Background: an optimization exercise with open tools, aiming at small area. Do not read the settings as production practice. Function was checked by simulation only, so behaviour that the tests miss may differ from the original. Power and IR drop assume default switching activity.

===== design.v =====
package noc_pkg;
    localparam int flit_width    = 40;
    localparam int coord_width   = 2;                                
    localparam int payload_width = flit_width - 2 * coord_width;     
    typedef enum logic [2:0] {
        dir_local = 3'd0,
        dir_east  = 3'd1,
        dir_west  = 3'd2,
        dir_north = 3'd3,     
        dir_south = 3'd4
    } port_dir_e;
endpackage
`timescale 1ns/1ns
module mesh_top #(
    parameter int mesh_cols   = 4,
    parameter int mesh_rows   = 4,
    parameter int count_width = 8
) (
    input  logic                                   clk,
    input  logic                                   reset,
    input  logic                                   in_valid,
    input  logic [noc_pkg::coord_width-1:0]        in_dest_x,
    input  logic [noc_pkg::coord_width-1:0]        in_dest_y,
    input  logic [noc_pkg::payload_width-1:0]      in_payload,
    output logic [count_width-1:0]                 injected_count,
    input  logic                                   rd_req,
    input  logic [$clog2(mesh_cols*mesh_rows)-1:0] rd_node,
    output logic                                   rd_valid,
    output logic [count_width-1:0]                 rd_count,
    output logic [noc_pkg::payload_width-1:0]      rd_checksum
);
    localparam int payload_width = noc_pkg::payload_width;
    localparam int node_count    = 16;
    localparam int depth         = 8;
    always_ff @(posedge clk) begin
        if (reset)         injected_count <= '0;
        else if (in_valid) injected_count <= injected_count + 1'b1;
    end
    logic [payload_width-1:0] pay [depth];
    always_ff @(posedge clk) begin
        pay[0] <= in_payload;
        for (int k = 1; k < depth; k++) pay[k] <= pay[k-1];
    end
    logic       v0, v1;           
    logic [1:0] x0, y0, x1, y1;
    logic [3:0] xy2, xy3, xy4, xy5;  
    logic       a6, b6;           
    logic       v7;               
    always_ff @(posedge clk) begin
        x0 <= in_dest_x;
        y0 <= in_dest_y;
        x1 <= x0;
        y1 <= y0;
        if (reset) begin
            v0  <= 1'b0;
            v1  <= 1'b0;
            xy2 <= '0;
            xy3 <= '0;
            xy4 <= '0;
            xy5 <= '0;
            a6  <= 1'b0;
            b6  <= 1'b0;
            v7  <= 1'b0;
        end else begin
            v0  <= in_valid;
            v1  <= v0;
            xy2 <= v1 ? {x1, y1} : 4'd0;     
            xy3 <= xy2;
            xy4 <= xy3;
            xy5 <= xy4;
            a6  <= xy5[3:2] == 2'd3 && xy5[1];
            b6  <= xy5[1:0] == 2'd3 && xy5[3];
            v7  <= a6 && b6;
        end
    end
    logic [node_count-1:0]    hit;
    logic [payload_width-1:0] hit_pay [node_count];
    always_comb begin
        for (int n = 0; n < node_count; n++) begin
            hit[n]     = 1'b0;
            hit_pay[n] = pay[1 + n % 4 + n / 4];
        end
        hit[0] = v1 && x1 == 2'd0 && y1 == 2'd0;
        for (int n = 1; n < node_count; n++) begin
            case (n % 4 + n / 4)
                1: hit[n] = xy2 == {2'(n % 4), 2'(n / 4)};
                2: hit[n] = xy3 == {2'(n % 4), 2'(n / 4)};
                3: hit[n] = xy4 == {2'(n % 4), 2'(n / 4)};
                4: hit[n] = xy5 == {2'(n % 4), 2'(n / 4)};
                default: ;
            endcase
        end
        hit[11] = a6 && !b6;    
        hit[14] = b6 && !a6;    
        hit[15] = v7;           
    end
    logic [count_width-1:0]   count_q    [node_count];
    logic [payload_width-1:0] checksum_q [node_count];
    always_ff @(posedge clk) begin
        for (int n = 0; n < node_count; n++) begin
            if (reset) begin
                count_q[n]    <= '0;
                checksum_q[n] <= '0;
            end else if (hit[n]) begin
                count_q[n]    <= count_q[n] + 1'b1;
                checksum_q[n] <= checksum_q[n] ^ hit_pay[n];
            end
        end
    end
    always_ff @(posedge clk) begin
        rd_valid    <= rd_req && !reset;
        rd_count    <= count_q[rd_node];
        rd_checksum <= checksum_q[rd_node];
    end
endmodule

===== run.sh =====
#!/bin/bash
# synth_recipe.tcl (not shown) runs the flow's synth.tcl, then flattens the netlist and writes it again
# the make line also repeats each setting of config.mk as NAME=value (left out here)
make -C /OpenROAD-flow-scripts/flow DESIGN_CONFIG=/design/flow/config.mk WORK_HOME=/design/flow/orfs CLKGATE_MAP_FILE= SYNTH_SCRIPT=/design/flow/synth_recipe.tcl finish

===== config.mk =====
export PLATFORM = sky130hd
export DESIGN_NAME = mesh_top
export DESIGN_NICKNAME = mesh_top
export VERILOG_FILES = /design/flow/design.v
export SDC_FILE = /design/flow/constraint.sdc
export NUM_CORES = 4
export LEC_CHECK = 0
export CAP_MARGIN = 40
export CORE_MARGIN = 2
export CORE_UTILIZATION = 30
export PLACE_DENSITY = 0.5
export SLEW_MARGIN = 40

===== constraint.sdc =====
create_clock -name core_clock -period 5.0 [get_ports {clk}]
set_input_delay 1.0000 -clock core_clock [delete_from_list [all_inputs] [get_ports {clk}]]
set_output_delay 1.0000 -clock core_clock [all_outputs]
set_load 0.01 [all_outputs]

==> results of run 1 <==
-- kinds of logic after synthesis --
| kind of cell | after synthesis | share of synthesized area, % |
|---|---|---|
| buffers and inverters | 267 | 2.97 |
| XOR/XNOR | 687 | 14.9 |
| adder cells (fa/ha/maj) | 17 | 0.527 |
| AO/OA/AOI/OAI | 459 | 8.14 |
| AND/OR/NAND/NOR | 1671 | 17.1 |
| multiplexers | 118 | 3.12 |
| flip-flops | 1074 | 53.3 |
-- critical path: stages --
cell                      delay (ps)
sky130_fd_sc_hd__buf_4           490
sky130_fd_sc_hd__buf_4           570
sky130_fd_sc_hd__and3b_1         780
sky130_fd_sc_hd__buf_4           250
sky130_fd_sc_hd__a31oi_1          80
sky130_fd_sc_hd__o21ai_0         210
sky130_fd_sc_hd__o32a_1          200
-- routing by layer --
| metal | vias to the layer above | global-route usage, % |
|---|---|---|
| met5 | - | 0 |
| met4 | 4 | 8.00 |
| met3 | 298 | 3.85 |
| met2 | 1262 | 32.5 |
| met1 | 15000 | 30.0 |
| li1 | 14300 | - |
-- stage by stage --
stage / util, % / cell area (sq um) / setup slack, ps
floorplan: - / 40400 / 2580
global placement: 32.5 / 43400 / 1410
detailed placement: 32.6 / 43500 / 1370
CTS: 35.5 / 47400 / 2050
global route: 35.5 / 47400 / 2080
finish: 35.5 / 47400 / 2000
-- synthesized netlist by cell type (5+ instances only) --
| cell | n | area [sq um] |
|---|---|---|
| sky130_fd_sc_hd__ha_1 | 17 | 213 |
| sky130_fd_sc_hd__a221oi_1 | 30 | 263 |
| sky130_fd_sc_hd__buf_1 | 11 | 41.3 |
| sky130_fd_sc_hd__nor3_1 | 17 | 85.1 |
| sky130_fd_sc_hd__a221o_1 | 5 | 50.1 |
| sky130_fd_sc_hd__inv_1 | 7 | 26.3 |
| sky130_fd_sc_hd__clkbuf_1 | 158 | 593 |
| sky130_fd_sc_hd__dfxtp_1 | 1074 | 21500 |
| sky130_fd_sc_hd__o22ai_1 | 44 | 275 |
| sky130_fd_sc_hd__or3_1 | 10 | 62.6 |
| sky130_fd_sc_hd__a32o_1 | 7 | 70.1 |
| sky130_fd_sc_hd__nor2_1 | 771 | 2890 |
| sky130_fd_sc_hd__a21oi_1 | 76 | 380 |
| sky130_fd_sc_hd__buf_4 | 19 | 143 |
| sky130_fd_sc_hd__buf_6 | 5 | 56.3 |
| sky130_fd_sc_hd__a22o_1 | 25 | 219 |
| sky130_fd_sc_hd__a211oi_1 | 8 | 60.1 |
| sky130_fd_sc_hd__nand2b_1 | 8 | 50.1 |
| sky130_fd_sc_hd__mux2_2 | 28 | 315 |
| sky130_fd_sc_hd__and3_1 | 23 | 144 |
| sky130_fd_sc_hd__o21ai_0 | 58 | 290 |
| sky130_fd_sc_hd__a22oi_1 | 93 | 698 |
| sky130_fd_sc_hd__mux2i_1 | 86 | 861 |
| sky130_fd_sc_hd__nand4_1 | 43 | 269 |
| sky130_fd_sc_hd__nand2_1 | 666 | 2500 |
| sky130_fd_sc_hd__a32oi_1 | 22 | 193 |
| sky130_fd_sc_hd__o2bb2ai_1 | 7 | 61.3 |
| sky130_fd_sc_hd__xor2_1 | 659 | 5770 |
| sky130_fd_sc_hd__and2_1 | 8 | 50.1 |
| sky130_fd_sc_hd__o221ai_1 | 12 | 105 |
| sky130_fd_sc_hd__nor4bb_1 | 6 | 60.1 |
| sky130_fd_sc_hd__o32a_1 | 15 | 150 |
| sky130_fd_sc_hd__nor2b_1 | 31 | 194 |
| sky130_fd_sc_hd__buf_2 | 61 | 305 |
| sky130_fd_sc_hd__xnor2_1 | 28 | 245 |
| sky130_fd_sc_hd__nand3_1 | 53 | 265 |
| sky130_fd_sc_hd__and4_1 | 12 | 105 |
| sky130_fd_sc_hd__a31oi_1 | 23 | 144 |
-- final timing paths --
check | start | endpoint | slack, ps | cells after the start
setup / recovery | rd_node[1] | rd_checksum[34] | 2000 | 7
hold / removal | pay[0][14] | pay[1][14] | 320 | 0
hold reg to reg | pay[0][14] | pay[1][14] | 320 | 0
setup reg to reg | xy3[2] | count_q[5][5] | 2720 | 6
-- where the power goes --
part | internal, mW | switching [mW] | leakage, nW
clock network | 5.03 | 3.67 | 1.91
registers | 8.72 | 0.156 | 8.77
logic | 0.207 | 0.523 | 6.92
total | 14.0 | 4.35 | 17.6
-- area by class of cell --
type / instances / share of cell area (%)
Clock inverter: 43 / 0.924
Clock buffer: 168 / 7.21
Sequential cell: 1074 / 45.3
Multi-Input combinational cell: 2952 / 37.7
Timing Repair Buffer: 199 / 4.03
Tap cell: 1768 / 4.67
Inverter: 11 / 0.0871
-- registers in the layout, indices dropped and copies added (netlist names) --
register / cells
pay: 288
v0: 1
xy2: 4
x0: 2
y0: 2
v7: 1
xy3: 4
rd_valid: 1
checksum_q: 576
a6: 1
rd_checksum: 36
y1: 2
x1: 2
count_q: 128
v1: 1
xy5: 4
rd_count: 8
b6: 1
xy4: 4
injected_count: 8
==> run notes, run 1 <==
Final layout
The area used by sequential logic in the layout is 21500 sq um. In the final layout, the share of cells above drive strength 1 is 8.52%. The layout filler cell count is 13600. Compared with the post-synthesis result, the final layout area differs by 17.5%.

The filler-free cell count of the finished design is 6215. Leaving out fill and tap cells, the most frequent cell in the layout is sky130_fd_sc_hd__dfxtp_1. The library cells used most frequently in the layout, excluding fill and tap cells, are sky130_fd_sc_hd__dfxtp_1, sky130_fd_sc_hd__nor2_1, sky130_fd_sc_hd__nand2_1. The number of nets in the layout is 4416.

The multi-input combinational cell area is 17900 sq um. The repair_antennas step left the layout with diodes totalling 0.

GRT
The number of global-route vias before repair is 29300. Entering global routing, the biggest net connects 111 pins. The total overflow left after global routing is 0. The number of antenna violations at the first check in global routing was 2. The first-pass GRT wire length is 214000 um.

For this run, the total global-route usage over all layers was measured as 21.4%.

Timing
The worst max-slew margin expressed relative to the limit is 37.8%. Derived from the worst setup path, the maximum achievable clock frequency is 334 MHz. Setup repair after global routing left no endpoint under its margin. The number of setup violations in the final report is 0. After routing, the total negative slack on setup checks comes to 0 ps. The max-slew violation total from the final report came to 0. The clock period minus final worst setup slack is 3000 ps. The count of endpoints failing hold in the final timing report came to 0.

The worst path uses 59.9% of the clock period. For the final database, setup skew stands at 31.4 ps. Hold timing on the final database bottoms out at a slack of 324 ps. For the pin with the worst max-slew slack, the measured transition is 929 ps.

Place
Detailed placement ended at an HPWL of 97200 um. The number of buffers inserted by port buffering is 100. Once placement completed, the tool counted placed cells totaling 6004.

The final estimated routing congestion in global placement is 0.947.

Floorplanning
Once the floorplan was initialized, standard cells occupied 30.2% of the core. The number of standard-cell rows in the floorplan is 134. The die span in x is 371 um. The floorplan step defined a core boundary enclosing 133000 sq um.

The die area is 137000 sq um. The die span in y is 371 um. The number of primary I/O pins is 101.

Route
The wire length after detailed routing is 150000 um. In the routed layout, each cell is associated on average with a via count of 4.96. The detailed router put a total of 68300 um of wire on met1.

The number of DRC violations after detailed-routing iteration 0 is 3197. The residual antenna-violating net count after detailed routing is 0. The average wire length per cell after detail routing is 24.1 um. The highest layer touched by signal routing is met5. For this run, design rule violations remaining after detail routing come to 0. The via count of the routed design is 30800.

Detailed routing placed a total of 10800 um of wire on met3. The first detailed-routing pass ran for 6 iterations. The total length of routed met2 wires is 65000 um.

Clock network
Counting the buffers created by CTS gives 113. The number of gates resized after cts is 0. In this run the clock root is driven by a sky130_fd_sc_hd__clkbuf_16. The H-tree depth is 3. Post-CTS timing repair inserted 0 buffers for setup.

Buffers inserted to repair hold after CTS numbered 0. The clock tree from TritonCTS is built. The clock slew at the register clock pins of the worst setup and hold paths is 70 ps. The clock sink count is 1074. The maximum buffer depth of the clock tree is 3. Clock latency on the worst-skew pair, taken at its later pin, is 740 ps.

Synthesis
Counting every instance in the synthesized netlist gives 4293. Among all flip-flop cells after synthesis, the most frequent one is sky130_fd_sc_hd__dfxtp_1. After synthesis, flip-flops and latches occupy 53.3% of the total area. The number of distinct library cells after synthesis is 71.

The synthesized design contains 1074 register bits. The net count of the mapped netlist is 4358. The mapped netlist covers 40400 sq um. The mean cell area of the mapped netlist is 9.40 sq um. Of all flip-flops after synthesis, the portion carrying an async set or reset was 0%. The count of flip-flops with a built-in enable after synthesis is 0. The Yosys step of the flow raised 5 warnings.

Pwr
The total leakage power is 17.6 nW. In this run the power density over the cells is 386 nW/um^2. The worst-case IR drop observed on VDD is 0.326 mV. Total power for the finished layout comes to 18.3 mW.

Critical path
STA puts the critical path data arrival time at 3680 ps. The category of the worst setup path capture point is a register. The largest driver fanout on the critical path is 35. At the worst endpoint, the required time is 5680 ps. The type of element launching the critical path is an input port. The critical path is of the input port to register type.

Outcome
The flow ran to the end and the layout has no timing, DRC or antenna violations.

Job
The max capacitance violation total is 0.

Hold path
The worst hold path belongs to the class register to register.
==> run 2, diff against run 1 <==
--- a/design.v
+++ b/design.v
@@ -10,6 +10,20 @@
         dir_south = 3'd4
     } port_dir_e;
 endpackage
+`timescale 1ns/1ns
+module log_read_mux #(
+    parameter int rows  = 16,
+    parameter int width = 44
+) (
+    input  logic [rows-1:0]            sel,
+    input  logic [rows-1:0][width-1:0] row,
+    output logic [width-1:0]           q
+);
+    always_comb begin
+        q = '0;
+        for (int i = 0; i < rows; i++) q = q | ({width{sel[i]}} & row[i]);
+    end
+endmodule
 `timescale 1ns/1ns
 module mesh_top #(
     parameter int mesh_cols   = 4,
@@ -107,9 +121,22 @@
             end
         end
     end
+    logic [node_count-1:0]                                rd_sel;
+    logic [node_count-1:0][count_width+payload_width-1:0] rd_row;
+    logic [count_width+payload_width-1:0]                 rd_data;
+    always_comb begin
+        for (int n = 0; n < node_count; n++) begin
+            rd_sel[n] = rd_node == 4'(n);
+            rd_row[n] = {count_q[n], checksum_q[n]};
+        end
+    end
+    log_read_mux #(
+        .rows(node_count), .width(count_width + payload_width)
+    ) u_rd_mux (
+        .sel(rd_sel), .row(rd_row), .q(rd_data)
+    );
     always_ff @(posedge clk) begin
-        rd_valid    <= rd_req && !reset;
-        rd_count    <= count_q[rd_node];
-        rd_checksum <= checksum_q[rd_node];
+        rd_valid <= rd_req && !reset;
+        {rd_count, rd_checksum} <= rd_data;
     end
 endmodule
==> config.mk (replaced) <==
export PLATFORM = sky130hd
export DESIGN_NAME = mesh_top
export DESIGN_NICKNAME = mesh_top
export VERILOG_FILES = /design/flow/design.v
export SDC_FILE = /design/flow/constraint.sdc
export NUM_CORES = 4
export LEC_CHECK = 0
export CAP_MARGIN = 20
export CORE_MARGIN = 2
export CORE_UTILIZATION = 55
export CTS_BUF_LIST = sky130_fd_sc_hd__clkbuf_4 sky130_fd_sc_hd__clkbuf_8
export CTS_CLUSTER_SIZE = 20
export PLACE_DENSITY = 0.65
export SLEW_MARGIN = 20
export SYNTH_HIERARCHICAL = 1
==> run notes, run 2 <==
Timing
Summed over all failing endpoints, the final setup total negative slack is 0 ps. The number of setup violations in the final report is 0. At the pin with the least slew margin, the transition time is 1160 ps. In this run the tightest slew margin relative to its limit is 22.4%. The final setup skew is 41.7 ps. The final hold slack is 311 ps. Setup repair after global routing left no endpoint under its margin. For this run, the top clock speed supported by timing is 324 MHz.

The count of endpoints failing hold in the final timing report is 0. The final critical-path share of the clock period is 61.6%. The max-slew violation total from the final report is 0. The final setup slack of the worst path is 1920 ps.

Counting I/O delays and the setup requirement, the final critical path takes 3080 ps.

Critical path
The category of the worst setup path capture point is a register. The most critical setup path has its startpoint at rd_node[0]. The worst setup path is of the input port to register kind. The largest driver fanout on the critical path is 23. Walking the worst path, the cells encountered are clkdlybuf4s50_1 > nand2_1 > nor2_4 > buf_4 > a22o_1 > a221oi_1 > nand4_1. Among cell families on the critical path, the largest total delay comes from simple AND/OR/NAND/NOR gates. The worst register-to-register path begins at xy5[2]. The type of element launching the critical path is an input port. The arrival time at the worst endpoint is 3840 ps.

The required time reported for the critical path endpoint is 5760 ps. The cell with the biggest individual delay on the critical path is sky130_fd_sc_hd__nor2_4. The critical path contains buffers and inverters numbering 2 combined. The maximum cell stage delay along the critical path is 960 ps.

Clock network
The maximum buffer depth of the clock tree is 3. The clock tree from TritonCTS is built. Hold repair after CTS inserted 0 buffers. The clock latency at the later pin of the worst-skew pair is 830 ps. The clock slew at the register clock pins of the worst setup and hold paths is 60 ps.

The clock sink count is 1074. The root buffer selected by CTS is sky130_fd_sc_hd__clkbuf_8. Buffers inserted during clock tree synthesis total 174. The H-tree generated during clock tree synthesis spans 4 levels. The buffer count from post-CTS setup fixing is 0. The number of gates resized after cts is 0.

Floorplanning
101 I/O pins were placed. The initialized floorplan defines 99 standard-cell rows. For this configuration, the core starts out at a cell density of 55.5%. The die covers 75800 sq um. The floorplan step defined a core boundary enclosing 73000 sq um. The die span in x is 275 um. The die span in y is 275 um.

Pwr
The clock network fraction of design power is 46.9%. The power per unit of standard cell area is 379 nW/um^2. The internal cell power is 13.4 mW. The combinational fraction of design power is 2.6%. For this design the total switching power over the nets is 3.98 mW.

Summed over all cells, the static leakage comes to 16.1 nW. Of the total power, the share spent switching nets is 22.9%. The worst IR drop on VDD is 0.280 mV. The register share of total power is 50.6%.

Final layout
The top cell types in the final layout, fill and taps aside, are sky130_fd_sc_hd__dfxtp_1, sky130_fd_sc_hd__a21oi_1, sky130_fd_sc_hd__o21ai_0. The filler-free cell count of the finished design is 5395. The multi-input combinational cell area is 16900 sq um. The register with the most flip-flops in the layout has 576 of them. At the end of the flow, the number of nets in the layout was 4359. Leaving out fill and tap cells, the most frequent cell in the layout is sky130_fd_sc_hd__dfxtp_1. The layout filler cell count is 6195. The post-synthesis to final-layout area growth is 13.0%. Counting flops per register, the top entry is checksum_q. The area used by sequential logic in the layout is 21500 sq um. The largest registers in the layout are checksum_q: 576 flops, pay: 288 flops, count_q: 128 flops. The final design instance area without fill is 45800 sq um. The fraction of final layout cells sized beyond drive strength 1 is 9.61%.

Place
The post-DP HPWL is 65800 um. The post-placement cell count is 5075. The final estimated routing congestion in global placement is 0.791.

The post-placement cell area is 41900 sq um. The number of buffers inserted by port buffering is 100. The placement-stage worst setup slack is 1160 ps.

GRT
The number of global-route vias before repair came to 30600. Entering global routing, the biggest net connects 128 pins. The total routing usage reported by global routing is 30.6%.

The total grt overflow is 0. The number of antenna violations at the first check in global routing was 2. The first global-routing pass estimated 179000 um of wire.

Synthesis
When the netlist entered floorplanning its net count stood at 4335. The post-synthesis instance area is 40500 sq um. After synthesis, the cell types taking the most area are sky130_fd_sc_hd__dfxtp_1, sky130_fd_sc_hd__a21oi_1, sky130_fd_sc_hd__or3_1. The number of distinct library cells after synthesis is 45. The most common cell in the synthesized netlist is sky130_fd_sc_hd__dfxtp_1. The synthesized design spends more area on one cell type than any other, namely sky130_fd_sc_hd__dfxtp_1. Of the post-synthesis cell area, the dominant cell type holds 53.1%. The commonest cells after synthesis are sky130_fd_sc_hd__dfxtp_1, sky130_fd_sc_hd__a21oi_1, sky130_fd_sc_hd__o21ai_0. For this run, the leading register cell type out of synthesis is sky130_fd_sc_hd__dfxtp_1. Synthesis inferred 1074 register bits.

The mean cell area of the mapped netlist is 9.49 sq um. The share of the yosys chip area belonging to registers is 53.1%. The post-synthesis async set-or-reset flop share is 0%. The count of flip-flops with a built-in enable after synthesis is 0. The count of synthesis-stage warnings from yosys is 12. The synthesized netlist cell count is 4270.

Outcome
The run finished with no timing, DRC or antenna violations.

Route
For this run, design rule violations remaining after detail routing come to 0. The via count of the routed design is 33200. In the final routed layout, each cell accounts on average for 21.9 um. The number of detailed-routing iterations run before antenna repair is 6. After the first detailed-routing iteration, the DRC count stood at 3110. The routed design has 118000 um of wire. The number of vias per cell after detailed routing is 6.15. The residual antenna-violating net count after detailed routing is 0.

Hold path
The start point of the worst min-delay path is pay[3][32]. The class of the worst hold path is register to register.

Job
The max capacitance violation total is 0.
[run 2: changes by cell type in the layout (fill, tap and decap cells not counted), moves of 188 or more]
cell and delta:
sky130_fd_sc_hd__o21ai_0 +390, sky130_fd_sc_hd__nor2_1 -616, sky130_fd_sc_hd__or3_1 +437, sky130_fd_sc_hd__nand2_1 -571, sky130_fd_sc_hd__clkbuf_8 +188, sky130_fd_sc_hd__a21oi_1 +487
sky130_fd_sc_hd__inv_1 +194, sky130_fd_sc_hd__xor2_1 -545
[run 2: stage by stage]
step	total power, mW	utilization (%)
finish	17.4	62.7
global route	17.9	62.7
CTS	17.5	62.7
detailed placement	9.41	57.5
global placement	9.40	57.5
floorplan	9.19	-
[run 2: worst reg2reg max path: cells and delay by family (launching register included)]
family	cells	cell delay (ps)
AO/OA/AOI/OAI	1	170
buffers and inverters	2	800
flip-flops	1	360
AND/OR/NAND/NOR	2	1270
[run 2: worst paths after layout]
path | to | slack [ps] | cells past startpoint
hold / removal | pay[4][32] | 310 | 0
setup reg to reg | checksum_q[10][10] | 2310 | 5
hold reg to reg | pay[4][32] | 310 | 0
setup / recovery | rd_checksum[22] | 1920 | 7
[run 2: cell families after synthesis]
family                     Yosys count  share of synthesized area [%]
AOI/OAI and AO/OA                 1468                           22.1
xor gates and xnor gates           132                           2.85
adders and majority gates           17                          0.525
buffers and inverters              511                           5.70
DFF                               1074                           53.1
muxes                               16                          0.432
and+or+nand+nor                   1052                           15.3
[run 2: layer usage]
layer	global-route usage [%]	vias to the layer above	wire length (um)	part of all wire, %
li1	-	15700	-	-
met1	42.4	16100	52100	44
met2	48.6	1168	54500	46
met3	5.49	216	8990	7.6
met4	9.53	0	2610	2.2
met5	0	-	0	0
[run 2: power groups by stage]
stage               Clock (mW)  Combinational, mW  Sequential (mW)
detailed placement           0              0.434             8.97
global placement             0              0.427             8.97
CTS                       8.23              0.434             8.79
floorplan                    0              0.252             8.94
global route              8.63              0.474             8.80
finish                    8.14              0.443             8.79
[run 2: final cells by class]
class	instances	area share, %
clock buffers	292	7.82
flip-flops and latches	1074	47.0
repair buffers	158	3.44
well taps	959	2.62
multi-input cells	2685	37.0
inverters	201	1.65
diodes	1	0.00547
clock inverters	25	0.503
==> run 3, diff against run 2 <==
--- a/config.mk
+++ b/config.mk
@@ -8,8 +8,6 @@
 export CAP_MARGIN = 20
 export CORE_MARGIN = 2
 export CORE_UTILIZATION = 55
-export CTS_BUF_LIST = sky130_fd_sc_hd__clkbuf_4 sky130_fd_sc_hd__clkbuf_8
-export CTS_CLUSTER_SIZE = 20
 export PLACE_DENSITY = 0.65
 export SLEW_MARGIN = 20
 export SYNTH_HIERARCHICAL = 1
==> run notes, run 3 <==
Outcome
The run finished with no timing, DRC or antenna violations.

Clock network
The clock slew at the register clock pins of the worst setup and hold paths is 60 ps. The clock latency at the later pin of the worst-skew pair is 670 ps. The number of hold buffers added after CTS is 0.

The clock sink count is 1074. The clock tree from TritonCTS is built. The number of gates resized after cts is 0. Clock tree synthesis inserted a total of 108 buffers.

The buffer count from post-CTS setup fixing is 0. The root buffer selected by CTS is sky130_fd_sc_hd__clkbuf_16. CTS built an H-tree with a depth of 3. The longest clock path from root to sink contains 3 buffers.

Synthesis
By count the netlist is led by sky130_fd_sc_hd__dfxtp_1, sky130_fd_sc_hd__a21oi_1, sky130_fd_sc_hd__o21ai_0. The register bit count reported by yosys is 1074. sky130_fd_sc_hd__dfxtp_1 takes more of the synthesized area than any other cell.

After synthesis, the mean cell area works out to 9.49 sq um. Yosys mapped a number of flops with a built-in enable equal to 0. Of all flip-flops after synthesis, the portion carrying an async set or reset was 0%.

The most frequent cell after synthesis is sky130_fd_sc_hd__dfxtp_1. For this run, the leading register cell type out of synthesis is sky130_fd_sc_hd__dfxtp_1. Synthesis instantiated 45 different standard cells from the library.

The area share of the largest cell type after synthesis is 53.1%. By area the synthesized netlist is led by sky130_fd_sc_hd__dfxtp_1, sky130_fd_sc_hd__a21oi_1, sky130_fd_sc_hd__or3_1. During synthesis, Yosys emitted a total of 12 warnings. The net count of the mapped netlist is 4335.

Sequential elements use 53.1% of the synthesized area. The mapped netlist covers 40500 sq um. Synthesis produced 4270 cells.

Final layout
Leaving out fill and tap cells, the most frequent cell in the layout is sky130_fd_sc_hd__dfxtp_1. Cells with a size suffix above 1 make up 6.56% of the layout. The area growth from synthesis to layout is 12.7%. The final core utilization is 62.6%. In the layout the commonest cells are sky130_fd_sc_hd__dfxtp_1, sky130_fd_sc_hd__a21oi_1, sky130_fd_sc_hd__o21ai_0. The register bank with the most flops is checksum_q.

The filler cells instantiated in the layout total 6133. The diode insertion count for antenna repair is 0. The largest registers in the layout are checksum_q: 576 flops, pay: 288 flops, count_q: 128 flops.

The register with the most flip-flops in the layout has 576 of them. The filler-free cell count of the finished design is 5276. The number of nets in the layout is 4293.

GRT
The first-pass GRT wire length is 177000 um. The largest net degree at the start of global routing is 128. The number of global-route vias before repair is 30000. The number of antenna violations at the first check in global routing came to 1.

The global routing met3 resource utilization is 4.32%. The total overflow left after global routing is 0. The total routing usage reported by global routing is 30.3%. In the global route stage, met1 resource usage came out at 42.6%. The busiest metal layer after global routing is met2. The global routing met2 resource utilization is 48.6%.

Floorplanning
The number of standard-cell rows in the floorplan is 99. The floorplan step defined a die boundary enclosing 75800 sq um. The die span in x is 275 um.

The initial standard-cell utilization of the core is 55.5%. In this run the standard cell core region covers 73000 sq um. The number of primary I/O pins is 101. The die is 275 um tall.

Timing
Headroom to the max-slew limit came out at 23.2%. For the final routed database, the setup TNS stands at 0 ps. Setup repair after global routing left no endpoint under its margin. The actual transition at the worst max-transition pin is 1150 ps. Setup violations remaining at the end of the flow were counted as 0. Hold is met by 319 ps. The count of endpoints failing hold in the final timing report was 0. The final setup slack of the worst path is 1780 ps. The maximum operating frequency is 311 MHz. Counting I/O delays and the setup requirement, the final critical path takes 3220 ps. Of the available clock period, the critical path in the final layout requires 64.4%.

The final setup skew is 16.8 ps. The max-slew violation total from the final report is 0.

Pwr
Dividing total power by cell area gives a power density of 386 nW/um^2. The register share of total power is 49.8%. Combinational cells account for 2.5% of the total power. The worst IR drop on VDD is 0.361 mV. The reported net switching power is 3.84 mW. Net switching is 21.8% of the power. In this run the static leakage power is 15.9 nW. The clock network fraction of design power is 47.6%.

Cell internal power was estimated by the tool at 13.8 mW.

Critical path
The largest driver fanout on the critical path is 18. The arrival time at the worst endpoint is 3810 ps. The register-to-register setup slack is 2300 ps.

In this run the critical register-to-register path is launched from xy5[3]. In this run the critical register-to-register path is captured at checksum_q[10][10]. STA classifies the critical path endpoint as a register.

The required time reported for the critical path endpoint is 5590 ps. Measured in cells, the most critical reg-to-reg path has a length of 5. The worst setup path is launched from an input port. The critical path is of the input port to register type.

Hold path
The worst hold path terminates at pay[1][34]. The worst hold path stage count is 0. In this run the most critical hold path is launched from pay[0][34]. The class of the worst hold path is register to register.

Route
In the routed layout, each cell is associated on average with a via count of 6.23. The remaining design rule violation count is 0. Dividing the detail-routed wire length by the instance count gives 22.3 um. The number of detailed-routing iterations run before antenna repair is 6.

The residual antenna-violating net count after detailed routing is 0. The routed layout has 32900 vias. The wire length after detailed routing is 117000 um. The number of DRC violations after detailed-routing iteration 0 is 3316.

Place
Before CTS, the worst setup slack after placement is 1160 ps. Buffers placed on the I/O ports in this run total 100. Routability-driven placement finished with a final weighted congestion of 0.791. After legalization and detailed placement, the total HPWL measured 65800 um. Counting tap cells, the placed design contains a total of 5075 instances.

Job
The tool flagged a number of max-cap violations equal to 0.
-- run 3: cell counts after synthesis --
Identical to the previous run, type by type.
-- run 3: logic make-up after synthesis --
| family | count (synthesis) | share of synthesized area [%] |
|---|---|---|
| flops | 1074 | 53.1 |
| buf+inv | 511 | 5.70 |
| simple gates | 1052 | 15.3 |
| compound gates | 1468 | 22.1 |
| mux | 16 | 0.432 |
| xor+xnor | 132 | 2.85 |
| fa+ha+maj | 17 | 0.525 |
-- run 3: worst max-delay path, cell delays in order --
cell and delay [ps]:
sky130_fd_sc_hd__clkdlybuf4s50_1 570, sky130_fd_sc_hd__nand2b_1 380, sky130_fd_sc_hd__nor3_2 930, sky130_fd_sc_hd__buf_4 530, sky130_fd_sc_hd__a22o_1 220, sky130_fd_sc_hd__a221oi_1 50, sky130_fd_sc_hd__nand4_1 130
-- run 3: final cells by class --
| cell class | count | area [sq um] | share of cell area, % |
|---|---|---|---|
| clock inverters | 42 | 553 | 1.21 |
| clock buffers | 157 | 3150 | 6.90 |
| repair buffers | 158 | 1580 | 3.46 |
| inverters | 201 | 754 | 1.65 |
| multi-input cells | 2685 | 16900 | 37.1 |
| flip-flops and latches | 1074 | 21500 | 47.1 |
| well taps | 959 | 1200 | 2.63 |
-- run 3: routing by layer --
layer	vias up	routed length, um
met3	214	9010
met2	1175	53800
met1	15900	51600
met5	-	0
li1	15600	-
met4	0	3060
-- run 3: worst max-delay path by stage --
stage | startpoint | to | slack, ps
4_1_cts | rd_node[3] | rd_checksum[8] | 1850
2_1_floorplan | rd_node[3] | rd_checksum[13] | 2920
6_report | rd_node[3] | rd_checksum[8] | 1780
5_1_grt | rd_node[3] | rd_checksum[20] | 1690
3_5_place_dp | rd_node[3] | rd_checksum[23] | 1160
3_3_place_gp | rd_node[3] | rd_checksum[23] | 1250
-- run 3: stage by stage --
| stage | power (mW) | cell area, sq um |
|---|---|---|
| 6_report | 17.6 | 45700 |
| 3_5_place_dp | 9.41 | 41900 |
| 4_1_cts | 17.7 | 45600 |
| 2_1_floorplan | 9.19 | 40500 |
| 3_3_place_gp | 9.40 | 41900 |
| 5_1_grt | 18.1 | 45700 |
-- run 3: power groups by stage --
stage                     Sequential, mW  Combinational [mW]  Clock, mW
after floorplan                     8.94               0.252          0
after global placement              8.97               0.427          0
after detailed placement            8.97               0.434          0
after CTS                           8.78               0.434       8.46
after global routing                8.79               0.474       8.83
final                               8.78               0.443       8.40
==> run 4, diff against run 3 <==
--- a/config.mk
+++ b/config.mk
@@ -8,6 +8,8 @@
 export CAP_MARGIN = 20
 export CORE_MARGIN = 2
 export CORE_UTILIZATION = 55
+export CTS_CLUSTER_DIAMETER = 80
+export CTS_CLUSTER_SIZE = 30
 export PLACE_DENSITY = 0.65
 export SLEW_MARGIN = 20
 export SYNTH_HIERARCHICAL = 1
==> run notes, run 4 <==
Outcome
The flow ran to the end and the layout has no timing, DRC or antenna violations.

Clock network
The number of gates resized after cts is 0. TritonCTS built the clock tree. The clock sink count is 1074.

Buffers added to address setup during post-CTS repair amount to 0. The number of hold buffers added after CTS is 0. The tree is rooted in a sky130_fd_sc_hd__clkbuf_16. The total CTS buffers is 47. The H-tree depth is 2. No sink is reached through more buffers than the 3 on the longest clock path. The clock latency at the later pin of the worst-skew pair is 650 ps.

The clock slew at the register clock pins of the worst setup and hold paths is 110 ps.

Critical path
The worst setup path is captured at a register. STA classifies the critical path startpoint as an input port. The required time reported for the critical path endpoint is 5570 ps. In this run the critical register-to-register path is captured at checksum_q[10][10]. In this run the worst setup path begins at rd_node[3]. Measured in cells, the most critical reg-to-reg path has a length of 5.

In this run the worst path has a maximum fanout of 18. The critical setup path kind is input port to register. The worst register-to-register path begins at xy5[2]. The arrival time at the worst endpoint is 3790 ps. The register-to-register setup slack is 2300 ps.

Synthesis
In the synthesized netlist the async set-or-reset flop fraction comes to 0%. After synthesis, the largest family of logic cells by area is compound AO/OA/AOI/OAI gates. The synthesized netlist cell count is 4270. The most frequent cell after synthesis is sky130_fd_sc_hd__dfxtp_1. The post-synthesis instance area is 40500 sq um. The portion of synthesized area spent on multiplexers is 0.432%. The synthesized netlist devotes 22.1% of its cell area to compound gates. Sequential cells were found to cover 53.1% of the synthesized design area. Ranked by total cell area, the synthesized netlist is headed by sky130_fd_sc_hd__dfxtp_1, sky130_fd_sc_hd__a21oi_1, sky130_fd_sc_hd__or3_1. The synthesized netlist devotes 0.525% of its cell area to adder and majority cells.

The mean cell area of the mapped netlist is 9.49 sq um. The number of distinct library cells after synthesis is 45. Yosys printed 12 warnings. The biggest area contributor in the post-synthesis netlist is sky130_fd_sc_hd__dfxtp_1.

Summing the areas of all and, or, nand and nor instances in the mapped netlist gives 15.3% of the synthesized area. The XOR/XNOR share of the synthesized area is 2.85%. The register bit count reported by yosys is 1074. Of the post-synthesis cell area, the dominant cell type holds 53.1%. The commonest cells after synthesis are sky130_fd_sc_hd__dfxtp_1, sky130_fd_sc_hd__a21oi_1, sky130_fd_sc_hd__o21ai_0. The most instantiated flip-flop cell in the synthesis netlist is sky130_fd_sc_hd__dfxtp_1. The net count of the mapped netlist is 4335. In this run, synthesis inferred 0 flip-flops with an integrated enable.

Final layout
More flip-flops sit in one register than any other, and that register is checksum_q. The finished layout holds 5159 standard cells, fillers aside. The library cells used most frequently in the layout, excluding fill and tap cells, are sky130_fd_sc_hd__dfxtp_1, sky130_fd_sc_hd__a21oi_1, sky130_fd_sc_hd__o21ai_0.

The final design instance area without fill is 43500 sq um. The library cell used most frequently in the layout, excluding fill and tap cells, is sky130_fd_sc_hd__dfxtp_1. The fraction of final layout cells sized beyond drive strength 1 is 4.36%. The filler cells instantiated in the layout total 6370. The multi-input combinational cell area is 16900 sq um. The final core utilization is 59.6%. Relative to the synthesized area, the layout overhead comes to 7.38%. Across the whole layout, storage elements account for 21500 sq um. The number of nets in the layout is 4232.

The number of flip-flops in the largest register is 576. In the final layout, the registers with the most flip-flops are checksum_q: 576 flops, pay: 288 flops, count_q: 128 flops.

Floorplanning
The core region is 73000 sq um. The number of primary I/O pins is 101. The die span in y is 275 um. The floorplan step defined a die boundary enclosing 75800 sq um. In this run the horizontal extent of the chip is 275 um. The number of standard-cell rows in the floorplan is 99. The initial standard-cell utilization of the core is 55.5%.

Pwr
The register share of total power is 62.5%. The internal portion of the total power is 10.8 mW. Combinational logic is responsible for 3.1% of the overall power. The reported net switching power is 3.30 mW.

For this design the static power due to leakage is 14.8 nW. Dividing total power by cell area gives a power density of 323 nW/um^2. Net switching is 23.5% of the power. Of the total power, the clock network draws 34.4%. The overall power after layout is 14.0 mW. The worst IR drop on VDD is 0.299 mV.

Hold path
The worst hold path stage count is 0. The endpoint of the worst hold-timing path is pay[1][1]. The worst hold path begins at pay[0][1].

In this run the worst hold path is classified as register to register.

Timing
The count of endpoints failing hold in the final timing report was 0. The final setup slack of the worst path is 1780 ps. Setup repair after global routing left no endpoint under its margin. The maximum operating frequency is 310 MHz.

Counting I/O delays and the setup requirement, the final critical path takes 3220 ps. The final setup TNS is 0 ps. The actual transition at the worst max-transition pin is 1140 ps. The clock arrives with 33.4 ps of skew. Hold is met by 321 ps. The max-slew violation total from the final report is 0.

The worst pin sits at a relative slew slack of 23.5%. The final critical-path share of the clock period is 64.5%. Setup violations remaining at the end of the flow were counted as 0.

Route
The final layout contains routed wiring with a total length of 115000 um. After detailed routing, the number of vias per cell comes to 6.25. The detailed router placed 32200 vias in this run. After detailed routing, the average wire length per cell comes to 22.4 um. For this run, the detailed router's first-pass iteration total came to 6. The residual antenna-violating net count after detailed routing is 0. In the routed design, unresolved DRC markers number 0. The first routing iteration left 3137 violations.

Place
At the placement stage, the worst setup path has a slack of 1160 ps. At the end of routability-driven placement, the weighted congestion stood at 0.791. The number of buffers inserted by port buffering is 100.

Including well taps, the total number of placed cells is 5075. The post-DP HPWL is 65800 um. The post-placement cell area is 41900 sq um.

GRT
The total routing usage reported by global routing is 29.6%. The first global-routing pass estimated 173000 um of wire. Entering global routing, the biggest net connects 128 pins. The number of global-route vias before repair was 29100.

Global routing finished with a remaining overflow of 0. The number of antenna violations at the first check in global routing is 4.

Job
The max capacitance violation total is 0.
==> run 4: cell counts after synthesis <==
Identical to the previous run, type by type.
==> run 4: layer usage <==
layer / up-vias / track usage, % / routed length (um)
met4: 4 / 8.46 / 3030
met1: 15600 / 41.8 / 50700
met5: - / 0 / 22
met3: 183 / 4.33 / 9080
met2: 1081 / 47.2 / 52500
li1: 15400 / - / -
==> run 4: worst max-delay path by stage <==
stage                     slack [ps]               to
after floorplan                 2920  rd_checksum[13]
after global placement          1250  rd_checksum[23]
after detailed placement        1160  rd_checksum[23]
after CTS                       1820   rd_checksum[8]
after global routing            1680  rd_checksum[23]
final                           1780   rd_checksum[8]
==> run 4: area by class of cell <==
cell class / instances / area share [%]
Sequential cell: 1074 / 49.4
Clock buffer: 59 / 3.02
Timing Repair Buffer: 158 / 3.62
Clock inverter: 20 / 0.495
Multi-Input combinational cell: 2685 / 38.9
Inverter: 201 / 1.73
Antenna cell: 3 / 0.0173
Tap cell: 959 / 2.76
==> run 4: power groups by stage <==
stage / logic (mW) / clock network, mW / registers [mW]
5_1_grt: 0.474 / 5.19 / 8.80
3_3_place_gp: 0.427 / 0 / 8.97
3_5_place_dp: 0.434 / 0 / 8.97
2_1_floorplan: 0.252 / 0 / 8.94
6_report: 0.442 / 4.83 / 8.78
4_1_cts: 0.434 / 4.90 / 8.78
==> run 4: worst max-delay path, cell delays in order <==
cell and delay, ps:
sky130_fd_sc_hd__clkdlybuf4s50_1 570, sky130_fd_sc_hd__nand2b_1 370, sky130_fd_sc_hd__nor3_2 920, sky130_fd_sc_hd__buf_4 520, sky130_fd_sc_hd__a22o_1 230, sky130_fd_sc_hd__a221oi_1 50, sky130_fd_sc_hd__nand4_1 120
==> run 4: cell families (layout without fill, tap and decap cells) <==
family	Yosys count	in the layout
AOI/OAI and AO/OA	1468	1468
xor gates and xnor gates	132	132
adders and majority gates	17	17
buffers and inverters	511	438
DFF	1074	1074
muxes	16	16
other	0	3
and+or+nand+nor	1052	1052
==> run 5, diff against run 4 <==
--- a/design.v
+++ b/design.v
@@ -19,10 +19,44 @@
     input  logic [rows-1:0][width-1:0] row,
     output logic [width-1:0]           q
 );
+    localparam int groups = (rows + 2) / 3;
+    logic [groups-1:0][width-1:0] part_n;
+    for (genvar g = 0; g < groups; g++) begin : g_group
+        if (3 * g + 2 < rows) begin : g_three
+            log_aoi3 #(.width(width)) u_aoi (
+                .s0(sel[3*g]),   .a0(row[3*g]),
+                .s1(sel[3*g+1]), .a1(row[3*g+1]),
+                .s2(sel[3*g+2]), .a2(row[3*g+2]),
+                .y(part_n[g])
+            );
+        end else if (3 * g + 1 < rows) begin : g_two
+            log_aoi3 #(.width(width)) u_aoi (
+                .s0(sel[3*g]),   .a0(row[3*g]),
+                .s1(sel[3*g+1]), .a1(row[3*g+1]),
+                .s2(1'b0),       .a2('0),
+                .y(part_n[g])
+            );
+        end else begin : g_one
+            assign part_n[g] = ~({width{sel[3*g]}} & row[3*g]);
+        end
+    end
     always_comb begin
         q = '0;
-        for (int i = 0; i < rows; i++) q = q | ({width{sel[i]}} & row[i]);
+        for (int g = 0; g < groups; g++) q = q | ~part_n[g];
     end
+endmodule
+module log_aoi3 #(
+    parameter int width = 44
+) (
+    input  logic             s0,
+    input  logic [width-1:0] a0,
+    input  logic             s1,
+    input  logic [width-1:0] a1,
+    input  logic             s2,
+    input  logic [width-1:0] a2,
+    output logic [width-1:0] y
+);
+    assign y = ~(({width{s0}} & a0) | ({width{s1}} & a1) | ({width{s2}} & a2));
 endmodule
 `timescale 1ns/1ns
 module mesh_top #(
==> flow/run.sh (new file) <==
#!/bin/bash
# Own layout flow: the standard flow (standard.sh) with two changes.
#  1. Synthesis is the standard synthesis script (synth_recipe.tcl, which
#     sources ORFS's synth.tcl), except that Yosys's abc pass gets the
#     area-oriented script flow/area.abc in place of ORFS's abc_speed.script.
#     Everything else, including flip-flop mapping, flattening and renaming,
#     is unchanged, so the registers are the standard synthesis's.
#  2. Port buffers are sky130_fd_sc_hd__buf_1 instead of ORFS's default pick.
# Each tool's output goes to a log file in this folder (flow_*.log) and
# ORFS's own per-step logs stay under orfs/logs/.
set -euo pipefail
W=$(pwd)
F=$W/flow

# ORFS's synth.tcl with the abc script swapped, right after the preamble
# that defines abc_args
awk -v abc="$F/area.abc" '
  { print }
  /^source \$::env\(SCRIPTS_DIR\)\/synth_preamble.tcl/ {
    print "set abc_args [lreplace $abc_args 1 1 " abc "]"; n++
  }
  END { if (n != 1) exit 1 }
' "$FLOW_HOME/scripts/synth.tcl" > "$W/flow_orfs_synth.tcl"

# The standard flow's synthesis script, sourcing the patched copy
awk -v s="$W/flow_orfs_synth.tcl" '
  /^source \$::env\(SCRIPTS_DIR\)\/synth.tcl$/ { print "source " s; n++; next }
  { print }
  END { if (n != 1) exit 1 }
' "$W/synth_recipe.tcl" > "$W/flow_synth.tcl"

bash "$W/standard.sh" \
  "SYNTH_SCRIPT=$W/flow_synth.tcl" \
  "BUFFER_PORTS_ARGS=-buffer_cell sky130_fd_sc_hd__buf_1" \
  finish > "$W/flow_make.log" 2>&1
test -s "$W/out/final.def"
==> flow/area.abc (new file) <==
strash
dc2
dch
map -a
amap
topo
==> standard.sh (new file) <==
#!/bin/bash
# synth_recipe.tcl (not shown) runs the flow's synth.tcl, then flattens the netlist and writes it again
# the make line also repeats each setting of config.mk as NAME=value (left out here)
make -C /OpenROAD-flow-scripts/flow DESIGN_CONFIG=/design/flow/config.mk WORK_HOME=/design/flow/orfs CLKGATE_MAP_FILE= SYNTH_SCRIPT=/design/flow/synth_recipe.tcl "${@:-finish}"
removed: run.sh
==> run notes, run 5 <==
Timing
The worst max-slew margin expressed relative to the limit is 19.2%. The max-slew violation total from the final report is 0. Hold is met by 332 ps.

At the pin with the least slew margin, the transition time is 1210 ps. Setup repair after global routing left no endpoint under its margin. After layout, the minimum clock period comes to 2760 ps. The count of endpoints failing hold in the final timing report is 0. Setup slack closes at 2240 ps. Setup violations remaining at the end of the flow were counted as 0. The final setup skew is 22.3 ps.

Based on the critical path, the design can be clocked at up to 363 MHz. The final critical-path share of the clock period is 55.1%.

Final layout
checksum_q holds more flip-flops than any other register. The layout filler cell count is 5332. The final design instance area without fill is 39200 sq um. The number of antenna diodes in the final layout is 0. The register with the most flip-flops in the layout has 576 of them. The area used by sequential logic in the layout is 21500 sq um. The top cell types in the final layout, fill and taps aside, are sky130_fd_sc_hd__dfxtp_1, sky130_fd_sc_hd__a21oi_1, sky130_fd_sc_hd__a311oi_1. Cells with a size suffix above 1 make up 4.00% of the layout. The number of nets in the layout is 3573. In the final layout, the registers with the most flip-flops are checksum_q: 576 flops, pay: 288 flops, count_q: 128 flops.

Summing all multi-input logic gate instances after layout gives 13800 sq um. The post-synthesis to final-layout area growth is 9.97%. At the end of the flow the core is filled with cells to 61.0%.

The finished layout holds 4384 standard cells, fillers aside. The library cell used most frequently in the layout, excluding fill and tap cells, is sky130_fd_sc_hd__dfxtp_1.

Synthesis
The most instantiated flip-flop cell in the synthesis netlist is sky130_fd_sc_hd__dfxtp_1. The synthesized netlist cell count is 3316. Counting flops and latches in the post-synthesis netlist gives 1074. The net count of the mapped netlist is 3381. For this run, the number of Yosys warnings is 12. Counting instances in the post-synthesis netlist gives the leading cell types as sky130_fd_sc_hd__dfxtp_1, sky130_fd_sc_hd__a21oi_1, sky130_fd_sc_hd__a311oi_1. By area the synthesized netlist is led by sky130_fd_sc_hd__dfxtp_1, sky130_fd_sc_hd__a311oi_1, sky130_fd_sc_hd__a21oi_1. Counting flops with an async set or reset pin after synthesis yields a share of 0%.

The cell area that synthesis handed to floorplanning was 35600 sq um. The synthesized design contains 0 enable-type register cells. Each instance of the synthesized netlist takes up on average 10.7 sq um. The most common cell in the synthesized netlist is sky130_fd_sc_hd__dfxtp_1. The share of the yosys chip area belonging to registers is 60.4%. The number of distinct library cells after synthesis is 27. After synthesis, the largest area contributor takes up 60.4% of total cell area.

The cell taking the most area after synthesis is sky130_fd_sc_hd__dfxtp_1.

Clock network
The number of hold buffers added after CTS was 0. The clock slew at the register clock pins of the worst setup and hold paths is 110 ps. The total CTS buffers is 45. The clock tree from TritonCTS is built. Counting every sink on the clock net gives 1074. At the later pin of the worst-skew pair, clock insertion delay measures 640 ps. The number of setup buffers added after CTS is 0.

The root buffer selected by CTS is sky130_fd_sc_hd__clkbuf_16. The number of gates resized after cts is 0. The H-tree depth is 2.

The maximum buffer depth of the clock tree is 3.

Floorplanning
The die covers 66800 sq um. The die span in y is 258 um. Row generation in the floorplan step produced 93 rows. Once the floorplan was initialized, standard cells occupied 55.4% of the core. The die span in x is 258 um. The core outline area is 64200 sq um. The number of primary I/O pins is 101.

Critical path
The maximum cell stage delay along the critical path is 840 ps. Setup slack on the worst reg-to-reg path comes out at 2310 ps. The largest driver fanout on the critical path is 25.

The kind of cell adding the most delay to the critical path is simple AND/OR/NAND/NOR gates. The path depth of the worst reg2reg path is 5. The critical path contains buffers and inverters numbering 3 combined. The category of the worst setup path capture point is a register. In this run the critical register-to-register path is launched from xy5[1]. The worst setup path is of the input port to register kind. The worst setup path is launched from an input port.

Data on the critical path is required at its endpoint by 5550 ps. The worst register-to-register path ends at checksum_q[10][34]. STA puts the critical path data arrival time at 3310 ps.

The cell with the biggest individual delay on the critical path is sky130_fd_sc_hd__nor2_4. Walking the worst path, the cells encountered are buf_1 > clkinv_1 > nand2_1 > nor2_4 > buf_4 > a222oi_1 > and3_1 > o2111ai_1.

Route
In this run the remaining antenna-violating nets after routing total 0. Dividing the detail-routed wire length by the instance count gives 23.9 um. For this block, the initial DRC count from the detailed router was 4084. After detailed routing, the number of remaining DRC violations is 0. The via count of the routed design is 29400. Before antenna repair, the detailed router went through 16 iterations. Dividing the detail-routed via count by the number of cells gives 6.70. For this block, the routed nets add up to 105000 um of wire.

Place
Once detailed placement completed, the half-perimeter wirelength came to 58000 um. The count of buffers added on input and output ports is 100. At the end of routability-driven placement, the weighted congestion stood at 0.848. The post-placement cell count is 4316. After detailed placement, the total cell area comes to 37700 sq um.

Before CTS, the worst setup slack after placement is 1730 ps.

GRT
The first global-routing pass estimated 160000 um of wire. The number of antenna violations at the first check in global routing is 0. The total grt overflow is 0. The largest net degree at the start of global routing is 176. The number of global-route vias before repair is 27300. The total routing usage reported by global routing is 30.3%.

Hold path
The worst hold path stage count is 0. In this run the most critical hold path is launched from pay[0][12]. The class of the worst hold path is register to register. The path with the worst hold slack has its endpoint at pay[1][12].

Pwr
The total leakage power is 13.0 nW. The power per unit of standard cell area is 352 nW/um^2. The worst IR drop on VDD is 0.357 mV.

Job
The max capacitance violation total is 0.

Outcome
The flow ran to the end and the layout has no timing, DRC or antenna violations.
run 5: changes by cell type after synthesis, moves of 171 or more:
cell and change:
sky130_fd_sc_hd__clkbuf_1 -234, sky130_fd_sc_hd__or3_1 -447, sky130_fd_sc_hd__inv_1 -201, sky130_fd_sc_hd__o21ai_0 -238
sky130_fd_sc_hd__a311oi_1 +396, sky130_fd_sc_hd__a222oi_1 +220, sky130_fd_sc_hd__a22o_1 -171
run 5: how the worst max path moves through the flow:
stage / slack (ps) / endpoint / startpoint / cells after the start
after floorplan: -2200 / count_q[4][7] / xy2[1] / 7
after global placement: 1760 / rd_checksum[23] / rd_node[2] / 7
after detailed placement: 1730 / rd_checksum[27] / rd_node[2] / 7
after CTS: 2300 / checksum_q[10][17] / xy5[1] / 5
after global routing: 2120 / count_q[7][7] / xy5[0] / 8
final: 2240 / rd_checksum[35] / rd_node[1] / 8
run 5: area by class of cell:
type	count	area share (%)
clock buffers	50	3.06
repair buffers	145	2.05
flip-flops and latches	1074	54.9
clock inverters	18	0.575
multi-input cells	2079	35.1
inverters	163	1.58
well taps	855	2.73
run 5: power breakdown:
part / switching [mW] / internal (mW)
sequential: 0.142 / 8.70
clock: 2.72 / 1.89
combinational: 0.259 / 0.0647
run 5: logic make-up after synthesis:
logic type	after synthesis	share of synthesized area (%)
simple gates	480	6.46
fa+ha+maj	17	0.597
buf+inv	163	1.72
compound gates	1582	30.9
flops	1074	60.4
run 5: worst reg2reg max path, delay by kind of cell, from the launching register on:
family | cells | cell delay [ps]
AO/OA/AOI/OAI | 2 | 490
AND/OR/NAND/NOR | 1 | 610
flip-flops | 1 | 420
buffers and inverters | 2 | 1090
run 5: layer usage:
metal / vias to the layer above / global-route usage [%] / part of all wire, % / wire length, um
met2: 1355 / 48.1 / 45 / 46900
met3: 216 / 3.32 / 9.0 / 9450
met1: 14000 / 43.5 / 43 / 45200
met4: 0 / 9.97 / 3.0 / 3120
li1: 13800 / - / - / -
met5: - / 0 / 0 / 0
run 5: per-stage QoR:
stage	setup TNS [ps]	power, mW
after floorplan	-136740	9.11
after global placement	0	9.33
after detailed placement	0	9.35
after CTS	0	13.8
after global routing	0	14.2
final	0	13.8
==> run 6, diff against run 5 <==
==> flow/area.abc (replaced) <==
strash
dc2
dch
amap
strash
dch
amap
topo
--- a/config.mk
+++ b/config.mk
@@ -7,9 +7,9 @@
 export LEC_CHECK = 0
 export CAP_MARGIN = 20
 export CORE_MARGIN = 2
-export CORE_UTILIZATION = 55
+export CORE_UTILIZATION = 80
 export CTS_CLUSTER_DIAMETER = 80
 export CTS_CLUSTER_SIZE = 30
-export PLACE_DENSITY = 0.65
+export PLACE_DENSITY = 0.88
 export SLEW_MARGIN = 20
 export SYNTH_HIERARCHICAL = 1
==> run notes, run 6 <==
Outcome
The flow ran to the end and the layout has no timing, DRC or antenna violations.

Pwr
The share of total power dissipated in the clock network is 30.8%. The reported net switching power is 2.94 mW. The total leakage power is 12.1 nW. The switching power share of the total is 22.2%. Combinational cells account for 2.2% of the total power. In this run, flip-flops and latches consume 67.0% of the power.

Internal power comes to 10.3 mW. The worst IR drop on VDD is 0.363 mV. In this run the power density over the cells is 350 nW/um^2.

Timing
Setup repair after global routing left no endpoint under its margin. The number of setup violations in the final report is 0. The clock period minus final worst setup slack is 3080 ps. The final setup slack of the worst path is 1920 ps. After layout, the worst path uses 61.6% of the clock period. The actual transition at the worst max-transition pin is 1170 ps. Timing would allow up to 325 MHz. In this run the tightest slew margin relative to its limit is 21.6%. The count of endpoints failing hold in the final timing report is 0.

The final setup skew is 22.5 ps. The max-slew violation total from the final report is 0.

Final layout
The library cells used most frequently in the layout, excluding fill and tap cells, are sky130_fd_sc_hd__dfxtp_1, sky130_fd_sc_hd__a21oi_1, sky130_fd_sc_hd__a311oi_1. The library cell used most frequently in the layout, excluding fill and tap cells, is sky130_fd_sc_hd__dfxtp_1. The number of nets in the layout is 3343. The final design instance area without fill is 37900 sq um.

Of the cells placed in the final design, the portion with a size suffix greater than 1 is 3.63%. The largest registers in the layout are checksum_q: 576 flops, pay: 288 flops, count_q: 128 flops. From synthesis to final layout, the design area changed by 7.98%. The register with the most flip-flops in the layout has 576 of them. The register bank with the most flops is checksum_q.

The layout filler cell count is 2232.

Synthesis
The post-synthesis async set-or-reset flop share is 0%. After synthesis, the mean cell area works out to 11.3 sq um. In this run, synthesis inferred 0 flip-flops with an integrated enable. The Yosys step of the flow raised 12 warnings. The net count of the mapped netlist is 3159. Of the post-synthesis cell area, the dominant cell type holds 61.3%. By instance count, the leading cell after synthesis is sky130_fd_sc_hd__dfxtp_1. By area the synthesized netlist is led by sky130_fd_sc_hd__dfxtp_1, sky130_fd_sc_hd__a311oi_1, sky130_fd_sc_hd__a21oi_1. After technology mapping, the gate count stands at 3094. For this run, the register share of the synthesized area comes to 61.3%. In the synthesized netlist, the cells that appear most often are sky130_fd_sc_hd__dfxtp_1, sky130_fd_sc_hd__a21oi_1, sky130_fd_sc_hd__a311oi_1.

Synthesis instantiated 19 different standard cells from the library. Summed over all instances, the cell type with the most area after synthesis is sky130_fd_sc_hd__dfxtp_1. The synthesized design contains 1074 register bits. The post-synthesis instance area is 35100 sq um. In the synthesized netlist the dominant register cell turns out to be sky130_fd_sc_hd__dfxtp_1.

Hold path
In this run the worst hold path is classified as register to register.

Clock network
TritonCTS created 41 clock buffers. The clock latency at the later pin of the worst-skew pair is 640 ps. The buffer count from post-CTS setup fixing is 0.

The number of gates resized after cts is 0. The clock sink count is 1074. The H-tree generated during clock tree synthesis spans 2 levels.

Clock-pin slew was measured on the worst setup and hold paths at 110 ps. The clock passes through at most 3 buffers. The root buffer selected by CTS is sky130_fd_sc_hd__clkbuf_16. The number of hold buffers added after CTS is 0. TritonCTS built the clock tree.

Place
At the end of routability-driven placement, the weighted congestion stood at 0.926. The post-DP HPWL is 59100 um. The placed instances occupy a cell area of 36800 sq um. Input and output buffers added on the ports amount to 100. Timing analysis after detailed placement gives a worst setup slack of 1780 ps.

GRT
The number of global-route vias before repair came to 30200. The number of antenna violations at the first check in global routing is 1. The first-pass GRT wire length is 164000 um. The total routing usage reported by global routing is 45.5%. After global routing the overflow that remains totals 0.

The largest net degree at the start of global routing is 204.

Floorplanning
Once the floorplan was initialized, standard cells occupied 81.2% of the core. The die area is 45500 sq um. The die span in y is 213 um.

The core region is 43200 sq um. The floorplan has 76 rows. The die span in x is 213 um. 101 I/O pins were placed.

Route
Wires add up to 107000 um. The number of detailed-routing iterations run before antenna repair is 12. The residual antenna-violating net count after detailed routing is 0.

The remaining design rule violation count is 0. Detailed routing inserted a total of 31300 vias. The number of DRC violations after detailed-routing iteration 0 is 5423. The number of vias per cell after detailed routing is 8.11. After detailed routing, the average wire length per cell comes to 27.6 um.

Critical path
Traced cell by cell, the critical path runs through nand2_1 > nor2_4 > buf_4 > and3_1 > nand2_1 > nor2_1 > a21oi_1 > a311oi_1. Data arrives at the worst endpoint at 3590 ps. For the worst setup path, the data required time is 5510 ps. The worst setup path is of the register to register kind. The slowest stage of the critical path is the sky130_fd_sc_hd__buf_4 cell.

The cell repeated most along the worst path is sky130_fd_sc_hd__nand2_1. The category of the worst setup path capture point is a register. For this run, the slowest stage of the critical path takes 700 ps. STA classifies the critical path startpoint as a register.

Along the worst path, the maximum fanout reaches 52.

Job
The max capacitance violation total is 0.
[run 6: cell families (layout without fill, tap and decap cells)]
kind of cell | after synthesis | in the layout | synth area share (%)
AO/OA/AOI/OAI | 1567 | 1567 | 32.2
flip-flops | 1074 | 1074 | 61.3
AND/OR/NAND/NOR | 383 | 383 | 5.31
buffers and inverters | 53 | 239 | 0.567
adder cells (fa/ha/maj) | 17 | 17 | 0.607
other | 0 | 1 | 0
[run 6: area by class of cell]
cell class                      instances  area [sq um]  area share, %
Sequential cell                      1074         21500           56.8
Multi-Input combinational cell       1967         13600           35.9
Clock buffer                           43          1080           2.84
Timing Repair Buffer                  141           744           1.97
Tap cell                              585           732           1.93
Inverter                               53           199          0.525
Clock inverter                          2          17.5         0.0463
Antenna cell                            1          2.50        0.00661
[run 6: power by group through the flow]
stage | sequential, mW | combinational [mW] | clock, mW
after detailed placement | 9.07 | 0.270 | 0
after CTS | 8.87 | 0.272 | 4.04
final | 8.89 | 0.291 | 4.08
after global placement | 9.05 | 0.258 | 0
after global routing | 8.91 | 0.295 | 4.32
after floorplan | 9.01 | 0.0862 | 0
[run 6: stage by stage]
stage          hold slack, ps  setup TNS [ps]  util (%)  instances  total power, mW
5_1_grt                   344               0      87.7       3865             13.5
3_5_place_dp              312               0      85.2       3820             9.34
6_report                  336               0      87.7       3866             13.3
4_1_cts                   336               0      87.7       3865             13.2
2_1_floorplan             310          -10740         -       3094             9.10
3_3_place_gp              310               0      85.1       3819             9.31
[run 6: critical path: cells and delay by family, from the launching register on]
family                 cells  cell delay [ps]
flip-flops                 1              420
buffers and inverters      1              700
AND/OR/NAND/NOR            5             1440
AO/OA/AOI/OAI              2              400
[run 6: layer usage]
metal,GRT usage (%),part of all wire [%]
met5,0,0.015
met4,30.6,7.2
met3,9.49,13
met2,72.1,45
met1,56.6,34
[run 6: final timing paths]
| path | from | cells past startpoint | slack, ps | end |
|---|---|---|---|---|
| min reg2reg | pay[0][24] | 0 | 340 | pay[1][24] |
| max reg2reg | xy4[3] | 8 | 1920 | count_q[3][6] |
| min | pay[0][24] | 0 | 340 | pay[1][24] |
| max | xy4[3] | 8 | 1920 | count_q[3][6] |

[static timing again, ports no longer ideal]
In the flow no input, the clock included, has a driving cell. The finished layouts below were timed again as built, in two steps.
Step 1 (the two cells are an assumption about what drives the block):
set clk [get_ports {clk}]
set_driving_cell -lib_cell sky130_fd_sc_hd__clkbuf_16 $clk
set_driving_cell -lib_cell sky130_fd_sc_hd__buf_2 [delete_from_list [all_inputs] $clk]
Step 2 also shifts input and output timing later by t, the mid clock arrival at the registers, as if the neighbouring blocks saw the same clock.
a / b / c = no drivers / after step 1 / after step 2; a / b = the first two.
run	shift t [ns]	slack for setup (ns)	hold slack, ns	worst setup path at the end
run 1	0.805	2.003 / 2.033 / 1.246	0.324 / 0.324 / 0.324	input to register
run 2	0.878	1.918 / 1.961 / 1.083	0.311 / 0.311 / 0.311	input to register
run 3	0.736	1.780 / 1.830 / 1.095	0.319 / 0.319 / 0.319	input to register
run 4	0.701	1.776 / 1.816 / 1.115	0.321 / 0.321 / 0.321	input to register
run 5	0.694	2.244 / 2.278 / 1.584	0.332 / 0.332 / 0.332	input to register
run 6	0.684	1.921 / 1.921 / 1.628	0.336 / 0.336 / 0.336	input to register
After both steps every run listed still meets setup and hold. For run 2, which loses most, drivers alone change the setup slack by +0.043 ns; drivers and shift together by -0.835 ns.
